This design comes from an exercise in tuning for small area, a short achievable clock period and few clock cycles on the open sky130 flow, not from production work.
Only simulation tests tie the RTL to the original design; equivalence was not proved.
No activity file was given, so power comes from the tool's default toggle rates.

$ cat flow/run.sh
#!/bin/bash
# synth_recipe.tcl (not shown) runs the flow's synth.tcl, then flattens the netlist and writes it again
# the make line also repeats each setting of config.mk as NAME=value (left out here)
make -C /OpenROAD-flow-scripts/flow DESIGN_CONFIG=/design/flow/config.mk WORK_HOME=/design/flow/orfs CLKGATE_MAP_FILE= SYNTH_SCRIPT=/design/flow/synth_recipe.tcl finish
$ cat flow/config.mk
export PLATFORM = sky130hd
export DESIGN_NAME = mips_mc
export DESIGN_NICKNAME = mips_mc
export VERILOG_FILES = /design/flow/design.v
export SDC_FILE = /design/flow/constraint.sdc
export NUM_CORES = 4
export LEC_CHECK = 0
export CAP_MARGIN = 20
export CORE_MARGIN = 2
export CORE_UTILIZATION = 30
export GPL_ROUTABILITY_DRIVEN = 1
export SLEW_MARGIN = 20
$ cat flow/constraint.sdc
create_clock -name core_clock -period 5.5 [get_ports {clk}]
set_input_delay 1.1000 -clock core_clock [delete_from_list [all_inputs] [get_ports {clk}]]
set_output_delay 1.1000 -clock core_clock [all_outputs]
set_load 0.01 [all_outputs]
$ cat flow/design.v
module mips_mc #(
  parameter logic [31:0] RESET_PC = 32'h0000_3000,
  parameter int unsigned ADDR_W   = 32
) (
  input  logic              clk,
  input  logic              rst,
  output logic              mem_req,
  output logic              mem_we,
  output logic [ADDR_W-1:0] mem_addr,
  output logic [31:0]       mem_wdata,
  input  logic [31:0]       mem_rdata,
  input  logic              mem_ack,
  output logic [31:0]       pc_o,
  output logic              retire,
  output logic              halt
);
  localparam logic [5:0] OP_RTYPE = 6'h00;
  localparam logic [5:0] OP_J     = 6'h02;
  localparam logic [5:0] OP_JAL   = 6'h03;
  localparam logic [5:0] OP_BEQ   = 6'h04;
  localparam logic [5:0] OP_ADDI  = 6'h08;
  localparam logic [5:0] OP_ORI   = 6'h0D;
  localparam logic [5:0] OP_LUI   = 6'h0F;
  localparam logic [5:0] OP_LW    = 6'h23;
  localparam logic [5:0] OP_SW    = 6'h2B;
  localparam logic [5:0] FN_JR    = 6'h08;
  localparam logic [5:0] FN_ADDU  = 6'h21;
  localparam logic [5:0] FN_SUBU  = 6'h23;
  localparam logic [5:0] FN_SLT   = 6'h2A;
  logic s_go, s_fetch, s_exec, s_data, s_ret, s_halt;
  logic [31:0] pc, ir, a, b;
  logic [31:1] vld;
  logic [31:0] rf [1:31];
  logic [5:0]  op, funct;
  logic [4:0]  rs, rt, rd;
  logic [15:0] imm;
  assign op    = ir[31:26];
  assign rs    = ir[25:21];
  assign rt    = ir[20:16];
  assign rd    = ir[15:11];
  assign funct = ir[5:0];
  assign imm   = ir[15:0];
  logic is_r, is_jr, is_addu, is_subu, is_slt, is_beq, is_j, is_jal;
  logic is_addi, is_ori, is_lui, is_lw, is_sw, is_mem;
  assign is_r    = (op == OP_RTYPE);
  assign is_jr   = is_r && (funct == FN_JR);
  assign is_addu = is_r && (funct == FN_ADDU);
  assign is_subu = is_r && (funct == FN_SUBU);
  assign is_slt  = is_r && (funct == FN_SLT);
  assign is_beq  = (op == OP_BEQ);
  assign is_j    = (op == OP_J);
  assign is_jal  = (op == OP_JAL);
  assign is_addi = (op == OP_ADDI);
  assign is_ori  = (op == OP_ORI);
  assign is_lui  = (op == OP_LUI);
  assign is_lw   = (op == OP_LW);
  assign is_sw   = (op == OP_SW);
  assign is_mem  = is_lw || is_sw;
  function automatic logic legal_of(input logic [31:0] w);
    logic [5:0] o, f;
    o = w[31:26];
    f = w[5:0];
    if (o == OP_RTYPE)
      legal_of = (f == FN_ADDU) || (f == FN_SUBU) || (f == FN_SLT) || (f == FN_JR);
    else
      legal_of = (o == OP_J) || (o == OP_JAL) || (o == OP_BEQ) || (o == OP_ADDI) ||
                 (o == OP_ORI) || (o == OP_LUI) || (o == OP_LW) || (o == OP_SW);
  endfunction
  logic [31:0] simm, pc4, br_target, j_target, npc;
  logic [31:0] sum_i, sum_r, res;
  logic        addi_ovf, lt;
  assign simm      = {{16{imm[15]}}, imm};
  assign pc4       = pc + 32'd4;
  assign br_target = pc4 + {simm[29:0], 2'b00};
  assign j_target  = {pc4[31:28], ir[25:0], 2'b00};
  assign sum_i     = a + simm;
  assign sum_r     = is_subu || is_slt ? a - b : a + b;
  assign addi_ovf  = (a[31] == simm[31]) && (sum_i[31] != a[31]);
  assign lt        = (a[31] != b[31]) ? a[31] : sum_r[31];
  always_comb begin
    npc = pc4;
    if (is_beq && (a == b))    npc = br_target;
    else if (is_j || is_jal)   npc = j_target;
    else if (is_jr)            npc = a;
  end
  always_comb begin
    res = sum_r;
    if (is_slt)       res = {31'h0, lt};
    else if (is_addi) res = sum_i;
    else if (is_ori)  res = a | {16'h0000, imm};
    else if (is_lui)  res = {imm, 16'h0000};
    else if (is_jal)  res = pc4;
  end
  logic [4:0] dst;
  logic       alu_we;
  assign dst    = is_jal ? 5'd31 : (is_r ? rd : rt);
  assign alu_we = s_exec && !(is_addi && addi_ovf) && !is_mem && !is_beq && !is_j && !is_jr;
  logic fetch_npc, data_ph, done, fetch_done;
  assign fetch_npc  = (s_exec && !is_mem) || s_ret;
  assign data_ph    = (s_exec && is_mem) || s_data;
  assign mem_req    = s_fetch || fetch_npc || data_ph;
  assign mem_we     = data_ph && is_sw;
  assign mem_addr   = data_ph ? {sum_i[31:2], 2'b00} :
                      (fetch_npc ? {npc[31:2], 2'b00} : {pc[31:2], 2'b00});
  assign mem_wdata  = b;
  assign done       = mem_ack;
  assign fetch_done = (s_fetch || fetch_npc) && mem_ack;
  assign pc_o = pc;
  logic        rf_we;
  logic [4:0]  rf_wa;
  logic [31:0] rf_wd;
  assign rf_we = alu_we || (data_ph && is_lw && mem_ack);
  assign rf_wa = s_exec && !is_mem ? dst : rt;
  assign rf_wd = s_exec && !is_mem ? res : mem_rdata;
  logic [4:0]  n_rs, n_rt;
  logic [31:0] rd_a, rd_b;
  assign n_rs = mem_rdata[25:21];
  assign n_rt = mem_rdata[20:16];
  assign rd_a = (n_rs != 5'd0 && vld[n_rs]) ? rf[n_rs] : 32'h0;
  assign rd_b = (n_rt != 5'd0 && vld[n_rt]) ? rf[n_rt] : 32'h0;
  logic byp_a, byp_b;
  assign byp_a = alu_we && (dst == n_rs) && (n_rs != 5'd0);
  assign byp_b = alu_we && (dst == n_rt) && (n_rt != 5'd0);
  always_ff @(posedge clk or negedge rst) begin
    if (!rst) begin
      s_go    <= 1'b1;
      s_fetch <= 1'b0;
      s_exec  <= 1'b0;
      s_data  <= 1'b0;
      s_ret   <= 1'b0;
      s_halt  <= 1'b0;
      halt    <= 1'b0;
      retire  <= 1'b0;
      pc      <= RESET_PC;
      ir      <= '0;
      a       <= '0;
      b       <= '0;
    end else begin
      s_go    <= 1'b0;
      s_fetch <= s_go || ((s_fetch || fetch_npc) && !mem_ack);
      s_exec  <= fetch_done && legal_of(mem_rdata);
      s_data  <= data_ph && !mem_ack;
      s_ret   <= data_ph && mem_ack;
      s_halt  <= s_halt || (fetch_done && !legal_of(mem_rdata));
      halt    <= s_halt || (fetch_done && !legal_of(mem_rdata));
      retire  <= fetch_done && legal_of(mem_rdata) && !(mem_rdata[31:26] == OP_LW || mem_rdata[31:26] == OP_SW)
                 || (data_ph && mem_ack);
      if (fetch_npc) pc <= npc;
      if (fetch_done) begin
        ir <= mem_rdata;
        a  <= byp_a ? res : rd_a;
        b  <= byp_b ? res : rd_b;
      end
    end
  end
  always_ff @(posedge clk or negedge rst) begin
    if (!rst) vld <= '0;
    else if (rf_we && rf_wa != 5'd0) vld[rf_wa] <= 1'b1;
  end
  always_ff @(posedge clk) begin
    if (rf_we && rf_wa != 5'd0) rf[rf_wa] <= rf_wd;
  end
endmodule
==> summary.txt <==
## cell type report
type,count,area share (%)
multi-input cells,2879,38.8
clock inverters,76,0.908
well taps,2821,4.59
repair buffers,541,6.45
diodes,3,0.00976
inverters,125,0.610
clock buffers,165,4.53
flip-flops and latches,1158,44.1
## flip-flops by register name, summed over array words and instances, names as in the netlist
name / cells
s_fetch: 1
retire: 1
pc: 32
s_go: 1
a: 32
vld: 31
b: 32
ir: 32
rf: 992
s_ret: 1
s_exec: 1
halt: 1
s_data: 1
## kinds of logic after synthesis
group | share of synthesized area [%]
simple gates | 6.88
mux | 23.4
buf+inv | 2.69
xor+xnor | 1.62
compound gates | 9.46
fa+ha+maj | 3.07
flops | 52.9
other cells | 0.00584
## layer usage
metal  vias to the layer above  part of all wire, %  global-route usage (%)
met1                     23700                   40                    28.9
met5                         -               0.0066                       0
met2                      2548                   45                    33.5
li1                      18800                    -                       -
met4                         2                  5.5                    10.6
met3                       514                  8.8                    4.59
## final timing paths
check	start	end	slack (ns)	depth (start not counted)
max	pc[13]$_DFFE_PN1N_	mem_addr[30]	-0.07	18
min in group core_clock	vld[23]$_DFFE_PN0P_	vld[23]$_DFFE_PN0P_	0.48	1
max in group asynchronous	rst	b[14]$_DFFE_PN0P_	4.00	2
min reg2reg	vld[23]$_DFFE_PN0P_	vld[23]$_DFFE_PN0P_	0.48	1
min	rst	pc[31]$_DFFE_PN0N_	0.33	1
max reg2reg	ir[15]$_DFFE_PN0P_	rf[4][17]$_DFFE_PP_	0.35	12
## worst max-delay path, stage by stage (launching register included)
cell and delay, ns:
dfstp_2 0.53, and2_4 0.15, nand4_1 0.23, nor3_2 0.30, xnor2_1 0.20, inv_1 0.14
ha_4 0.23, a21o_1 0.16, a21oi_2 0.19, o21ai_2 0.10, a221oi_4 0.32, buf_6 0.15
a21oi_4 0.07, nor3_4 0.16, mux2i_1 0.21, a31oi_1 0.11, a211oi_1 0.18, a21oi_1 0.08
buf_2 0.16
## cell usage in the layout (no fill, tap or decap), types with 61 or more instances in the layout
cell / count
nor3_1: 73
o21ai_0: 158
a21o_1: 66
nand2_1: 261
nand3_1: 66
a21oi_1: 259
mux2i_1: 137
ha_1: 127
buf_4: 358
clkdlybuf4s50_1: 101
xnor2_1: 61
inv_1: 122
nor2_1: 247
mux4_2: 591
clkbuf_16: 133
dfrtp_1: 151
edfxtp_1: 992
## what timing repair did
item / in CTS / in global routing
hold buffers: 0 / 0
setup endpoints to repair: 28 / 29
pin swaps: 62 / 89
setup buffers: 45 / 17
gates resized for setup: 186 / 87
gates cloned: 0 / 0
## report_power, final
part           leakage (nW)  switching [mW]  internal (mW)
Clock                  2.03            3.80           4.88
Sequential             11.0           0.249           9.78
Combinational          13.8            3.76           2.91
Total                  26.8            7.81           17.6
==> flow_summary_export.csv <==
group,metric,value,unit
place,pre_cts_slack,-0.00366,ns
clock_network,worst_skew_pair.late_latency,0.80,ns
die,fp.dieW,466,um
timing,clock_skew,0.0418,ns
critical_path,arrival,4.47,ns
power_and_ir_drop,powerDensity,330,nW/um2
critical_path,endpoint_kind,"primary output",
cells_and_area,regArea,34000,um2
global_route,antenna_found_initial,2,
route,final_antenna_net_count,0,
place,hpwl,161000,um
timing,setup_viol,1,
critical_path,crit_type,"register to primary output",
synthesis,synth_area,64200,um2
timing,final.period_utilization,101,%
place,place_congestion,1.01,
place,port_buffers,132,
synthesis,synth_top_area_share,46.4,%
die,start_util,30.2,%
job,cap_viol_max_count,0,
status,failed_checks,"setup timing",
place,post-place-cells,7463,
synthesis,synth_ff_type,"edfxtp_1",
synthesis,avgSynthCellArea,14.4,um2
critical_path,required,4.40,ns
global_route,grt_max_degree,139,
timing,fmax,180,MHz
clock_network,cts_root_buf,"clkbuf_16",
synthesis,yosys-top-cells-area,"edfxtp_1 46%, mux4_2 21%, dfrtp_1 6.4%",
synthesis,yosys_warnings,1,
timing,worstMarginPinSlew,1.16,ns
route,drt_pass1_iterations,6,
timing,fin_crit,5.57,ns
synthesis,synth_seq_area_share,52.9,%
die,pin_count,135,
global_route,grtUsageTotal,21.7,%
cells_and_area,n_fill_cell,20100,
global_route,grt-ovfl-total,0,
route,vias,45600,
cells_and_area,final_core_util,36.2,%
route,drc_errors,0,
route,wl,241000,um
power_and_ir_drop,p_total,25.4,mW
cells_and_area,layout.nets,5026,
clock_network,cts_buffers,132,
clock_network,cts_sinks,1158,
cells_and_area,final_area,76900,um2
timing,rsz0062_at_grt,"true",
cells_and_area,instances_no_fill,7768,
route,drt_iter0_drc,5921,
power_and_ir_drop,leakagePower,26.8,nW
die,rows,169,
critical_path,cp_max_fo,3,
die,die-area,218000,um2
synthesis,synthArstFlopShare,14.3,%
synthesis,syn-instance-count,4461,
route,viasPerCell,5.87,
timing,tns,-0.0671,ns
synthesis,ys_top_cells_by_count,"992 x edfxtp_1, 591 x mux4_2, 283 x nor2_1",
clock_network,clk_path_buf_depth,3,
clock_network,path_clk_slew,0.06,ns
timing,finalWorstSetupSlack,-0.0671,ns
timing,hold_viol,0,
place,place_area,71300,um2
synthesis,yosysMostFrequentCell,"edfxtp_1",
cells_and_area,final_layout_size_suffix_gt1_share,30.2,%
cells_and_area,multi_input_area,29800,um2
synthesis,synth_edf_count,992,
status,outcome,"finished with violations",
min_path,worstHoldPathType,"input pin to async pin",
global_route,grt_pass1_vias,45000,
synthesis,synth.distinct_cells,104,
cells_and_area,area_delta_synth_final,19.9,%
die,core_area,212000,um2
clock_network,cts_tree,"yes",
synthesis,ys_ff_latch,1158,
global_route,grt_pass1_wl,340000,um
die,die_y,466,um
timing,relSlewSlack,22.5,%
power_and_ir_drop,ir_worst_vdd,0.273,mV
timing,slew_viol_final,0,
synthesis,yosys.area.top_type,"edfxtp_1",
route,wire_per_inst,31.0,um
clock_network,htree_levels,4,
critical_path,cp-start-kind,"register",
timing,worst_hold_slack,0.334,ns
Testbench counts, summed over its fixed seeds: cycles 163,777.

==> separate check: timing with driven ports <==
In the flow no input, the clock included, has a driving cell. The finished layout below was timed again as built, in two steps. Step 1 assumes that a clkbuf_16 drives the clock port and a buf_2 every other input. Step 2 adds t to the input delays and takes it off the output delays; t is the mean of the earliest and latest rising clock arrival at the registers after step 1. Input paths then give back, and output paths get back, about the clock's delay inside the block. Slacks: ideal / step 1 / step 2; pairs: ideal / step 1.
shift t [ns]: 0.876
slack for setup (ns): -0.067 / -0.160 / 0.349
worst setup path at the end: register to register
worst data-port slew with drivers (ns): 0.09
For this run, drivers alone change the setup slack by -0.093 ns; drivers and shift together by +0.416 ns.
